This is an optimization exercise on Yosys and OpenROAD, whose aim is small area, a short achievable clock period and few clock cycles, not a production implementation. At most, simulation tests tie the RTL to the original design; equivalence was not proved.

==> flow/design.v <==
`default_nettype none
package euclid_pkg;
  localparam int X_W = 8;
  localparam int Y_W = 8;
endpackage
`default_nettype wire
`timescale 1ns/1ps
`default_nettype none
module euclid_top
(
  input  wire logic        cr_intf,
  input  wire logic        rst_n,
  input  wire logic        job_start,
  input  wire logic        job_shape,       
  input  wire logic [7:0]  job_p0_x,
  input  wire logic [7:0]  job_p0_y,
  input  wire logic [7:0]  job_p1_x,
  input  wire logic [7:0]  job_p1_y,
  input  wire logic [7:0]  job_p2_x,
  input  wire logic [7:0]  job_p2_y,
  input  wire logic [15:0] job_color,
  input  wire logic [2:0]  job_bzdepth,
  input  wire logic        pxl_ready,
  output logic             busy,
  output logic             job_done,
  output logic             pxl_valid,
  output logic [7:0]       pxl_x,
  output logic [7:0]       pxl_y,
  output logic [15:0]      pxl_color
);
  assign pxl_color = job_color;
  logic start_c;
  assign start_c = job_start & ~busy;
  logic [1:0] lp_c;
  always_comb
  begin
    case (job_bzdepth)
      3'd0, 3'd1: lp_c = 2'd0;
      3'd2:       lp_c = 2'd1;
      default:    lp_c = 2'd2;
    endcase
  end
  logic       g_act;
  logic [1:0] g_lvl;         
  logic       g_st;          
  logic [1:0] g_j;           
  logic [1:0] g_e;           
  logic [7:0] ta_x, ta_y, tb_x, tb_y, tc_x, tc_y;
  function automatic logic [7:0] mid(input logic [7:0] a, input logic [7:0] b);
    logic [8:0] s;
    logic       cy;
    cy = 1'b0;
    for (int i = 0; i < 8; i++)
    begin
      s[i] = a[i] ^ b[i] ^ cy;
      cy   = (a[i] & b[i]) | (cy & (a[i] ^ b[i]));
    end
    s[8] = cy;
    mid  = s[8:1];
  endfunction
  function automatic logic [7:0] step1(input logic [7:0] x, input logic up);
    logic t;
    t = 1'b1;
    for (int i = 0; i < 8; i++)
    begin
      step1[i] = x[i] ^ t;
      t        = t & (x[i] ^ ~up);
    end
  endfunction
  logic [7:0] mab_x, mab_y, mbc_x, mbc_y;
  assign mab_x = mid(ta_x, tb_x);
  assign mab_y = mid(ta_y, tb_y);
  assign mbc_x = mid(tb_x, tc_x);
  assign mbc_y = mid(tb_y, tc_y);
  logic       g_emit;        
  logic       g_jlast;
  logic       g_last;
  logic       g_dir;
  logic [7:0] g_ep_x, g_ep_y;
  logic       g_take;
  assign g_emit  = g_act & (g_lvl == lp_c);
  assign g_jlast = (lp_c == 2'd0) | ((lp_c == 2'd1) & g_j[0]) | (g_j == 2'd3);
  assign g_last  = (g_e == 2'd3) & g_jlast;
  assign g_dir   = ((lp_c == 2'd2) & (g_lvl == 2'd0)) ? g_j[1] : g_j[0];
  always_comb
  begin
    case (g_e)
      2'd0, 2'd1: begin g_ep_x = mab_x; g_ep_y = mab_y; end
      2'd2:       begin g_ep_x = tb_x;  g_ep_y = tb_y;  end
      default:    begin g_ep_x = tc_x;  g_ep_y = tc_y;  end
    endcase
  end
  logic       ne_v, ne_last;
  logic [7:0] ne_x, ne_y;
  logic       ne_take;
  assign g_take = g_emit & (~ne_v | ne_take);
  logic [7:0] ps_x, ps_y;    
  logic [7:0] en_x, en_y;    
  logic [7:0] dx, dy;
  logic       sx, sy;
  logic signed [9:0] err;
  logic       xmaj;          
  logic       cur_last;
  assign pxl_x = ps_x;
  assign pxl_y = ps_y;
  logic at_end, accept, line_free;    
  logic [7:0] xm, ym;
  logic       end_nx;
  assign xm   = step1(ps_x, sx);
  assign ym   = step1(ps_y, sy);
  assign end_nx = xmaj ? (xm == en_x) : (ym == en_y);
  assign accept    = pxl_valid & pxl_ready;
  assign job_done  = accept & at_end & cur_last;
  assign line_free = ~pxl_valid | (accept & at_end & ~cur_last);
  assign ne_take   = busy & line_free & ne_v;
  logic [8:0] ddx_a, ddx_b, ddy_a, ddy_b;
  logic [7:0] ndx, ndy;
  logic       nsx, nsy;
  assign ddx_a = {1'b0, ne_x} - {1'b0, en_x};
  assign ddx_b = {1'b0, en_x} - {1'b0, ne_x};
  assign ddy_a = {1'b0, ne_y} - {1'b0, en_y};
  assign ddy_b = {1'b0, en_y} - {1'b0, ne_y};
  assign nsx   = ~ddx_a[8];
  assign nsy   = ~ddy_a[8];
  assign ndx   = nsx ? ddx_a[7:0] : ddx_b[7:0];
  assign ndy   = nsy ? ddy_a[7:0] : ddy_b[7:0];
  logic signed [9:0] err0;
  assign err0 = $signed({2'b00, ndx}) - $signed({2'b00, ndy});
  logic signed [10:0] tx, ty;
  logic step_x, step_y;
  logic signed [9:0] err_x, err_y, err_xy, err_nx;
  assign tx     = {err, 1'b0};                            
  assign ty     = -$signed({3'b000, dy});
  assign step_x = (tx > ty);                              
  assign step_y = (tx < $signed({3'b000, dx}));           
  assign err_x  = err - $signed({2'b00, dy});
  assign err_y  = err + $signed({2'b00, dx});
  assign err_xy = err + $signed({2'b00, dx}) - $signed({2'b00, dy});
  assign err_nx = ({10{step_x &  step_y}} & err_xy) |
                  ({10{step_x & ~step_y}} & err_x) |
                  ({10{~step_x}}          & err_y);
  always_ff @(posedge cr_intf or negedge rst_n)
  begin
    if (!rst_n)
    begin
      busy      <= 1'b0;
      pxl_valid <= 1'b0;
      ne_v      <= 1'b0;
      g_act     <= 1'b0;
    end
    else
    begin
      if (start_c)
      begin
        busy      <= 1'b1;
        pxl_valid <= 1'b0;
        ne_v      <= ~job_shape | (job_bzdepth == 3'd0);
        g_act     <= job_shape;
      end
      else
      begin
        if (job_done)
        begin
          busy      <= 1'b0;
          pxl_valid <= 1'b0;
        end
        else if (busy & line_free)
          pxl_valid <= ne_v;
        if (g_take)
          ne_v <= 1'b1;
        else if (ne_take)
          ne_v <= 1'b0;
        if (g_take & g_last)
          g_act <= 1'b0;
      end
    end
  end
  always_ff @(posedge cr_intf)
  begin
    if (start_c)
    begin
      ps_x     <= job_p0_x;
      ps_y     <= job_p0_y;
      en_x     <= job_p0_x;
      en_y     <= job_p0_y;
      ne_x     <= job_p1_x;
      ne_y     <= job_p1_y;
      ne_last  <= ~job_shape;
      ta_x     <= job_p0_x;
      ta_y     <= job_p0_y;
      tb_x     <= job_p1_x;
      tb_y     <= job_p1_y;
      tc_x     <= job_p2_x;
      tc_y     <= job_p2_y;
      g_lvl    <= 2'd0;
      g_e      <= (job_bzdepth == 3'd0) ? 2'd3 : 2'd0;
      g_st     <= 1'b0;
      g_j      <= 2'd0;
    end
    else
    begin
      if (g_act & ~g_emit)
      begin
        g_st <= ~g_st;
        if (!g_st)
        begin
          if (g_dir)
          begin
            ta_x <= mab_x; ta_y <= mab_y;
            tb_x <= mbc_x; tb_y <= mbc_y;
          end
          else
          begin
            tb_x <= mab_x; tb_y <= mab_y;
            tc_x <= mbc_x; tc_y <= mbc_y;
          end
        end
        else
        begin
          g_lvl <= g_lvl + 2'd1;
          if (g_dir)
          begin
            ta_x <= mab_x; ta_y <= mab_y;
          end
          else
          begin
            tc_x <= mbc_x; tc_y <= mbc_y;
          end
        end
      end
      else if (g_take)
      begin
        g_e <= g_e + 2'd1;
        if (g_e == 2'd0)
        begin
          ta_x <= mab_x; ta_y <= mab_y;
          tb_x <= mbc_x; tb_y <= mbc_y;
        end
        if (g_e == 2'd3)
        begin
          g_j   <= g_j + 2'd1;
          g_lvl <= 2'd0;
          ta_x  <= job_p0_x; ta_y <= job_p0_y;
          tb_x  <= job_p1_x; tb_y <= job_p1_y;
          tc_x  <= job_p2_x; tc_y <= job_p2_y;
        end
      end
      if (g_take)
      begin
        ne_x    <= g_ep_x;
        ne_y    <= g_ep_y;
        ne_last <= g_last;
      end
      if (ne_take)
      begin
        en_x     <= ne_x;
        en_y     <= ne_y;
        dx       <= ndx;
        dy       <= ndy;
        sx       <= nsx;
        sy       <= nsy;
        err      <= err0;
        xmaj     <= ~err0[9];
        cur_last <= ne_last;
        at_end   <= (ne_x == en_x) & (ne_y == en_y);
      end
      else if (accept & ~at_end)
      begin
        err    <= err_nx[9:0];
        at_end <= end_nx;
        if (step_x)
          ps_x <= xm;
        if (step_y)
          ps_y <= ym;
      end
    end
  end
endmodule
`default_nettype wire
export LEC_CHECK = 0
export CAP_MARGIN = 20
export CORE_MARGIN = 2
export CORE_UTILIZATION = 40
export CTS_BUF_LIST = sky130_fd_sc_hd__clkbuf_8
export SETUP_SLACK_MARGIN = 1.7
export SLEW_MARGIN = 20
create_clock -name core_clock -period 5.5 [get_ports {cr_intf}]
standard.sh (not shown) runs the stock make flow with config.mk's settings and CLKGATE_MAP_FILE= SYNTH_SCRIPT=/design/flow/synth_recipe.tcl, a recipe that flattens the netlist after the stock synthesis.
==> flow/flow/run.sh <==
#!/bin/bash
# Standard layout, with plain buf_2 cells (instead of the default delay-buffer
# cell) for the port buffers. Full make output goes to make.log.
set -euo pipefail
export BUFFER_PORTS_ARGS="-buffer_cell sky130_fd_sc_hd__buf_2"
bash standard.sh > make.log 2>&1
Change:
--- a/flow/design.v
+++ b/flow/design.v
@@ -100,5 +100,4 @@
   logic       sx, sy;
   logic signed [9:0] err;
-  logic       xmaj;          
   logic       cur_last;
   assign pxl_x = ps_x;
@@ -106,8 +105,9 @@
   logic at_end, accept, line_free;    
   logic [7:0] xm, ym;
-  logic       end_nx;
+  logic       eq_x, eq_y;
   assign xm   = step1(ps_x, sx);
   assign ym   = step1(ps_y, sy);
-  assign end_nx = xmaj ? (xm == en_x) : (ym == en_y);
+  assign eq_x = step_x ? (xm == en_x) : (ps_x == en_x);
+  assign eq_y = step_y ? (ym == en_y) : (ps_y == en_y);
   assign accept    = pxl_valid & pxl_ready;
   assign job_done  = accept & at_end & cur_last;
@@ -125,6 +125,4 @@
   assign ndx   = nsx ? ddx_a[7:0] : ddx_b[7:0];
   assign ndy   = nsy ? ddy_a[7:0] : ddy_b[7:0];
-  logic signed [9:0] err0;
-  assign err0 = $signed({2'b00, ndx}) - $signed({2'b00, ndy});
   logic signed [10:0] tx, ty;
   logic step_x, step_y;
@@ -260,6 +258,5 @@
         sx       <= nsx;
         sy       <= nsy;
-        err      <= err0;
-        xmaj     <= ~err0[9];
+        err      <= $signed({2'b00, ndx}) - $signed({2'b00, ndy});
         cur_last <= ne_last;
         at_end   <= (ne_x == en_x) & (ne_y == en_y);
@@ -268,5 +265,5 @@
       begin
         err    <= err_nx[9:0];
-        at_end <= end_nx;
+        at_end <= eq_x & eq_y;
         if (step_x)
           ps_x <= xm;
Outcome:
- The new run went through all stages and came out clean
- setup slack is worse by 0.095 ns
- area after synthesis went down by about 0.9%
- cell area goes down by 1.8%
- via count fell by 0.37%
- sequential share of layout area grows by 0.35 points
- global-route usage is about the same
- fmax falls by about 2.5%
- wire length stays flat
Testbench counts after the change, summed over its fixed seeds: cycles 68,592.
Function not checked in the first run of this note: the RTL went through the layout flow alone.

what the ideal ports hide:
No port has a modelled driver above. Below, the same layouts with a new extraction and two added sets of constraints.
Step 1 sets driving cells, clkbuf_16 on the clock port and buf_2 on the other inputs (assumed; they add their load-dependent delay and slew).
Step 2 times the ports against the registers' clock, not the clock port: input delays grow and output delays shrink by t, the midpoint of the rising clock arrivals with the driver on.
a / b / c = no drivers / after step 1 / after step 2; a / b = the first two.
run	t, ns	setup WS [ns]	worst hold slack (ns)	slew at the worst register clock pin (ns)	cell pins on the clock port's net
the first run	0.496	1.763 / 1.763 / 1.763	0.429 / 0.409 / 0.438	0.09 / 0.09	1
the second run	0.492	1.668 / 1.668 / 1.583	0.424 / 0.420 / 0.424	0.08 / 0.08	1
After both steps every run listed still meets setup and hold. The setup slack of the second run, which loses most, moves by 0.000 ns with the drivers and by -0.085 ns with both steps.
